From an optimization exercise on the open Yosys and OpenROAD flow, aimed at small area; shortcuts taken in it are not production practice. The RTL was checked by simulation tests, not by an equivalence proof against the original design. No activity file was given, so power comes from the tool's default toggle rates.

==> flow/design.v (excerpt) <==
module decode_regfile #(
  parameter int PEND_DEPTH = 4
) (
  input  logic        clk,
  input  logic        rst,
  input  logic [31:0] instr,
  input  logic        instr_valid,
  output logic        instr_ready,
  output logic        r_i_s_instr_types,
  output logic [2:0]  funct3,
  output logic [31:0] a_out,
  output logic [31:0] b_out,
  output logic        out_valid,
  input  logic [31:0] wb_data,
  input  logic        wb_valid,
  output logic        illegal_instr,
  output logic        wb_underflow,
  input  logic [4:0]  dbg_addr,
  output logic [31:0] dbg_data
);
Size in the first run: ~1100 flip-flops, roughly 180 I/O pins.
Settings: LEC_CHECK=0, CAP_MARGIN=20, CELL_PAD_IN_SITES_DETAIL_PLACEMENT=1, CELL_PAD_IN_SITES_GLOBAL_PLACEMENT=1, CORE_MARGIN=2, CORE_UTILIZATION=45, PLACE_DENSITY=0.55, SETUP_SLACK_MARGIN=0.8, SLEW_MARGIN=20, SYNTH_HIERARCHICAL=1; clock period 6.5 ns.
standard.sh (not shown) runs the stock make flow with config.mk's settings and CLKGATE_MAP_FILE= SYNTH_SCRIPT=/design/flow/synth_recipe.tcl, a recipe that flattens the netlist after the stock synthesis.
==> flow/flow/run.sh <==
#!/bin/bash
# The standard layout (standard.sh) in two calls:
#  1. the standard synthesis, unchanged;
#  2. the rest of the ORFS flow with three knobs changed: port buffers use the smallest
#     buffer cell; clock tree synthesis uses clkbuf_16 with up to 24 sinks per leaf buffer
#     (110 um cluster diameter) and inserts no dummy loads; and the resizer may not use the strongest (_4 and up, except
#     buf_4) logic and buffer cells, on top of the platform's own don't-use list.
# make's full output goes to synth.log and layout.log here; ORFS keeps each step's log
# under orfs/logs/.
set -euo pipefail
PLATFORM_DONT_USE="sky130_fd_sc_hd__probe_p_8 sky130_fd_sc_hd__probec_p_8 sky130_fd_sc_hd__lpflow_bleeder_1 sky130_fd_sc_hd__lpflow_clkbufkapwr_1 sky130_fd_sc_hd__lpflow_clkbufkapwr_16 sky130_fd_sc_hd__lpflow_clkbufkapwr_2 sky130_fd_sc_hd__lpflow_clkbufkapwr_4 sky130_fd_sc_hd__lpflow_clkbufkapwr_8 sky130_fd_sc_hd__lpflow_clkinvkapwr_1 sky130_fd_sc_hd__lpflow_clkinvkapwr_16 sky130_fd_sc_hd__lpflow_clkinvkapwr_2 sky130_fd_sc_hd__lpflow_clkinvkapwr_4 sky130_fd_sc_hd__lpflow_clkinvkapwr_8 sky130_fd_sc_hd__lpflow_decapkapwr_12 sky130_fd_sc_hd__lpflow_decapkapwr_3 sky130_fd_sc_hd__lpflow_decapkapwr_4 sky130_fd_sc_hd__lpflow_decapkapwr_6 sky130_fd_sc_hd__lpflow_decapkapwr_8 sky130_fd_sc_hd__lpflow_inputiso0n_1 sky130_fd_sc_hd__lpflow_inputiso0p_1 sky130_fd_sc_hd__lpflow_inputiso1n_1 sky130_fd_sc_hd__lpflow_inputiso1p_1 sky130_fd_sc_hd__lpflow_inputisolatch_1 sky130_fd_sc_hd__lpflow_isobufsrc_1 sky130_fd_sc_hd__lpflow_isobufsrc_16 sky130_fd_sc_hd__lpflow_isobufsrc_2 sky130_fd_sc_hd__lpflow_isobufsrc_4 sky130_fd_sc_hd__lpflow_isobufsrc_8 sky130_fd_sc_hd__lpflow_isobufsrckapwr_16 sky130_fd_sc_hd__lpflow_lsbuf_lh_hl_isowell_tap_1 sky130_fd_sc_hd__lpflow_lsbuf_lh_hl_isowell_tap_2 sky130_fd_sc_hd__lpflow_lsbuf_lh_hl_isowell_tap_4 sky130_fd_sc_hd__lpflow_lsbuf_lh_isowell_4 sky130_fd_sc_hd__lpflow_lsbuf_lh_isowell_tap_1 sky130_fd_sc_hd__lpflow_lsbuf_lh_isowell_tap_2 sky130_fd_sc_hd__lpflow_lsbuf_lh_isowell_tap_4"
EXTRA_DONT_USE="sky130_fd_sc_hd__a2111o_4 sky130_fd_sc_hd__a2111oi_4 sky130_fd_sc_hd__a211o_4 sky130_fd_sc_hd__a211oi_4 sky130_fd_sc_hd__a21bo_4 sky130_fd_sc_hd__a21boi_4 sky130_fd_sc_hd__a21o_4 sky130_fd_sc_hd__a21oi_4 sky130_fd_sc_hd__a221o_4 sky130_fd_sc_hd__a221oi_4 sky130_fd_sc_hd__a22o_4 sky130_fd_sc_hd__a22oi_4 sky130_fd_sc_hd__a2bb2o_4 sky130_fd_sc_hd__a2bb2oi_4 sky130_fd_sc_hd__a311o_4 sky130_fd_sc_hd__a311oi_4 sky130_fd_sc_hd__a31o_4 sky130_fd_sc_hd__a31oi_4 sky130_fd_sc_hd__a32o_4 sky130_fd_sc_hd__a32oi_4 sky130_fd_sc_hd__a41o_4 sky130_fd_sc_hd__a41oi_4 sky130_fd_sc_hd__and2_4 sky130_fd_sc_hd__and2b_4 sky130_fd_sc_hd__and3_4 sky130_fd_sc_hd__and3b_4 sky130_fd_sc_hd__and4_4 sky130_fd_sc_hd__and4b_4 sky130_fd_sc_hd__and4bb_4 sky130_fd_sc_hd__buf_12 sky130_fd_sc_hd__buf_16 sky130_fd_sc_hd__buf_6 sky130_fd_sc_hd__buf_8 sky130_fd_sc_hd__bufbuf_16 sky130_fd_sc_hd__bufbuf_8 sky130_fd_sc_hd__bufinv_16 sky130_fd_sc_hd__bufinv_8 sky130_fd_sc_hd__dfstp_4 sky130_fd_sc_hd__dlclkp_4 sky130_fd_sc_hd__dlrtn_4 sky130_fd_sc_hd__dlrtp_4 sky130_fd_sc_hd__dlxtn_4 sky130_fd_sc_hd__ebufn_4 sky130_fd_sc_hd__ebufn_8 sky130_fd_sc_hd__einvn_4 sky130_fd_sc_hd__einvn_8 sky130_fd_sc_hd__einvp_4 sky130_fd_sc_hd__einvp_8 sky130_fd_sc_hd__fa_4 sky130_fd_sc_hd__ha_4 sky130_fd_sc_hd__inv_12 sky130_fd_sc_hd__inv_16 sky130_fd_sc_hd__inv_4 sky130_fd_sc_hd__inv_6 sky130_fd_sc_hd__inv_8 sky130_fd_sc_hd__maj3_4 sky130_fd_sc_hd__mux2_4 sky130_fd_sc_hd__mux2_8 sky130_fd_sc_hd__mux2i_4 sky130_fd_sc_hd__mux4_4 sky130_fd_sc_hd__nand2_4 sky130_fd_sc_hd__nand2_8 sky130_fd_sc_hd__nand2b_4 sky130_fd_sc_hd__nand3_4 sky130_fd_sc_hd__nand3b_4 sky130_fd_sc_hd__nand4_4 sky130_fd_sc_hd__nand4b_4 sky130_fd_sc_hd__nand4bb_4 sky130_fd_sc_hd__nor2_4 sky130_fd_sc_hd__nor2_8 sky130_fd_sc_hd__nor2b_4 sky130_fd_sc_hd__nor3_4 sky130_fd_sc_hd__nor3b_4 sky130_fd_sc_hd__nor4_4 sky130_fd_sc_hd__nor4b_4 sky130_fd_sc_hd__nor4bb_4 sky130_fd_sc_hd__o2111a_4 sky130_fd_sc_hd__o2111ai_4 sky130_fd_sc_hd__o211a_4 sky130_fd_sc_hd__o211ai_4 sky130_fd_sc_hd__o21a_4 sky130_fd_sc_hd__o21ai_4 sky130_fd_sc_hd__o21ba_4 sky130_fd_sc_hd__o21bai_4 sky130_fd_sc_hd__o221a_4 sky130_fd_sc_hd__o221ai_4 sky130_fd_sc_hd__o22a_4 sky130_fd_sc_hd__o22ai_4 sky130_fd_sc_hd__o2bb2a_4 sky130_fd_sc_hd__o2bb2ai_4 sky130_fd_sc_hd__o311a_4 sky130_fd_sc_hd__o311ai_4 sky130_fd_sc_hd__o31a_4 sky130_fd_sc_hd__o31ai_4 sky130_fd_sc_hd__o32a_4 sky130_fd_sc_hd__o32ai_4 sky130_fd_sc_hd__o41a_4 sky130_fd_sc_hd__o41ai_4 sky130_fd_sc_hd__or2_4 sky130_fd_sc_hd__or2b_4 sky130_fd_sc_hd__or3_4 sky130_fd_sc_hd__or3b_4 sky130_fd_sc_hd__or4_4 sky130_fd_sc_hd__or4b_4 sky130_fd_sc_hd__or4bb_4 sky130_fd_sc_hd__sdfstp_4 sky130_fd_sc_hd__sdlclkp_4 sky130_fd_sc_hd__xnor2_4 sky130_fd_sc_hd__xnor3_4 sky130_fd_sc_hd__xor2_4 sky130_fd_sc_hd__xor3_4 "
bash standard.sh synth > synth.log 2>&1
bash standard.sh \
  'BUFFER_PORTS_ARGS=-buffer_cell sky130_fd_sc_hd__buf_1' \
  'CTS_ARGS=-sink_clustering_enable -repair_clock_nets -dont_use_dummy_load -sink_clustering_size 24 -sink_clustering_max_diameter 110 -buf_list sky130_fd_sc_hd__clkbuf_16' \
  "DONT_USE_CELLS=$PLATFORM_DONT_USE $EXTRA_DONT_USE" \
  finish > layout.log 2>&1
The first run passed the timing, design-rule and antenna checks.
Rerun with:
--- a/flow/flow/run.sh
+++ b/flow/flow/run.sh
@@ -4,4 +4,4 @@
 #  2. the rest of the ORFS flow with three knobs changed: port buffers use the smallest
-#     buffer cell; clock tree synthesis uses clkbuf_16 with up to 24 sinks per leaf buffer
-#     (110 um cluster diameter) and inserts no dummy loads; and the resizer may not use the strongest (_4 and up, except
+#     buffer cell; clock tree synthesis uses clkbuf_16 with up to 22 sinks per leaf buffer
+#     (90 um cluster diameter) and inserts no dummy loads; and the resizer may not use the strongest (_4 and up, except
 #     buf_4) logic and buffer cells, on top of the platform's own don't-use list.
@@ -15,3 +15,3 @@
   'BUFFER_PORTS_ARGS=-buffer_cell sky130_fd_sc_hd__buf_1' \
-  'CTS_ARGS=-sink_clustering_enable -repair_clock_nets -dont_use_dummy_load -sink_clustering_size 24 -sink_clustering_max_diameter 110 -buf_list sky130_fd_sc_hd__clkbuf_16' \
+  'CTS_ARGS=-sink_clustering_enable -repair_clock_nets -dont_use_dummy_load -sink_clustering_size 22 -sink_clustering_max_diameter 90 -buf_list sky130_fd_sc_hd__clkbuf_16' \
   "DONT_USE_CELLS=$PLATFORM_DONT_USE $EXTRA_DONT_USE" \
After rerunning: The new run passed the timing, design-rule and antenna checks; worst setup slack gains 43 ps; core utilization is higher by 0.23 points; maximum frequency rises by 0.75%; final area came out higher by 0.46%; synthesized area does not change.
Rerun with:
--- a/flow/flow/run.sh
+++ b/flow/flow/run.sh
@@ -4,4 +4,4 @@
 #  2. the rest of the ORFS flow with three knobs changed: port buffers use the smallest
-#     buffer cell; clock tree synthesis uses clkbuf_16 with up to 22 sinks per leaf buffer
-#     (90 um cluster diameter) and inserts no dummy loads; and the resizer may not use the strongest (_4 and up, except
+#     buffer cell; clock tree synthesis uses clkbuf_16 with up to 24 sinks per leaf buffer
+#     (110 um cluster diameter) and inserts no dummy loads; and the resizer may not use the strongest (_4 and up, except
 #     buf_4) logic and buffer cells, on top of the platform's own don't-use list.
@@ -15,3 +15,3 @@
   'BUFFER_PORTS_ARGS=-buffer_cell sky130_fd_sc_hd__buf_1' \
-  'CTS_ARGS=-sink_clustering_enable -repair_clock_nets -dont_use_dummy_load -sink_clustering_size 22 -sink_clustering_max_diameter 90 -buf_list sky130_fd_sc_hd__clkbuf_16' \
+  'CTS_ARGS=-sink_clustering_enable -repair_clock_nets -dont_use_dummy_load -sink_clustering_size 24 -sink_clustering_max_diameter 110 -buf_list sky130_fd_sc_hd__clkbuf_16' \
   "DONT_USE_CELLS=$PLATFORM_DONT_USE $EXTRA_DONT_USE" \
- GPL_ROUTABILITY_DRIVEN: not set -> 0
=> Cell count falls by 0.48%; wire length drops by 2.4%; synthesized area stays the same; total power came out lower by 1.8%; design area falls by 0.46%; setup slack gets better by 25 ps; flip-flop and latch count does not change; non-clock buffer count falls by 12; clock skew climbs by 3.7 ps.
Rerun with:
--- a/flow/flow/run.sh
+++ b/flow/flow/run.sh
@@ -4,3 +4,3 @@
 #  2. the rest of the ORFS flow with three knobs changed: port buffers use the smallest
-#     buffer cell; clock tree synthesis uses clkbuf_16 with up to 24 sinks per leaf buffer
+#     buffer cell; clock tree synthesis uses clkbuf_16 with up to 25 sinks per leaf buffer
 #     (110 um cluster diameter) and inserts no dummy loads; and the resizer may not use the strongest (_4 and up, except
@@ -15,3 +15,3 @@
   'BUFFER_PORTS_ARGS=-buffer_cell sky130_fd_sc_hd__buf_1' \
-  'CTS_ARGS=-sink_clustering_enable -repair_clock_nets -dont_use_dummy_load -sink_clustering_size 24 -sink_clustering_max_diameter 110 -buf_list sky130_fd_sc_hd__clkbuf_16' \
+  'CTS_ARGS=-sink_clustering_enable -repair_clock_nets -dont_use_dummy_load -sink_clustering_size 25 -sink_clustering_max_diameter 110 -buf_list sky130_fd_sc_hd__clkbuf_16' \
   "DONT_USE_CELLS=$PLATFORM_DONT_USE $EXTRA_DONT_USE" \
- GPL_ROUTABILITY_DRIVEN: 0 -> not set
- SETUP_SLACK_MARGIN: 0.8 -> 0.6
Effect:
- The changed run finished clean
- wire length increases by 1.3%
- clock power is about the same
- hold slack gets better by 18 ps
- worst setup slack gets worse by 250 ps
- synthesized cell count stays the same
- cell area rises by 0.73%

## re-timing with driven ports
How much do the figures lean on ideal ports? The routed layouts below were timed once more, with nothing changed but the port constraints. Step 1 (the two cells are an assumption about what drives the block):
set clk [get_ports {clk}]
set_driving_cell -lib_cell sky130_fd_sc_hd__clkbuf_16 $clk
set_driving_cell -lib_cell sky130_fd_sc_hd__buf_2 [delete_from_list [all_inputs] $clk]
Step 2 times the ports against the registers' clock, not the clock port: input delays grow and output delays shrink by t, the midpoint of the rising clock arrivals with the driver on. a / b / c = ideal ports / drivers / drivers and shift; a / b = the first two.
run	t, ns	setup WS [ns]	worst setup path after step 2
the first run	0.797	0.664 / 0.545 / 0.184	input to register
the second run	0.803	0.707 / 0.583 / 0.297	input to register
the third run	0.794	0.733 / 0.631 / 0.130	input to register
the fourth run	0.782	0.486 / 0.344 / 0.200	input to register
After both steps every run listed still meets setup and hold. The setup slack of the third run, which loses most, moves by -0.102 ns with the drivers and by -0.603 ns with both steps.
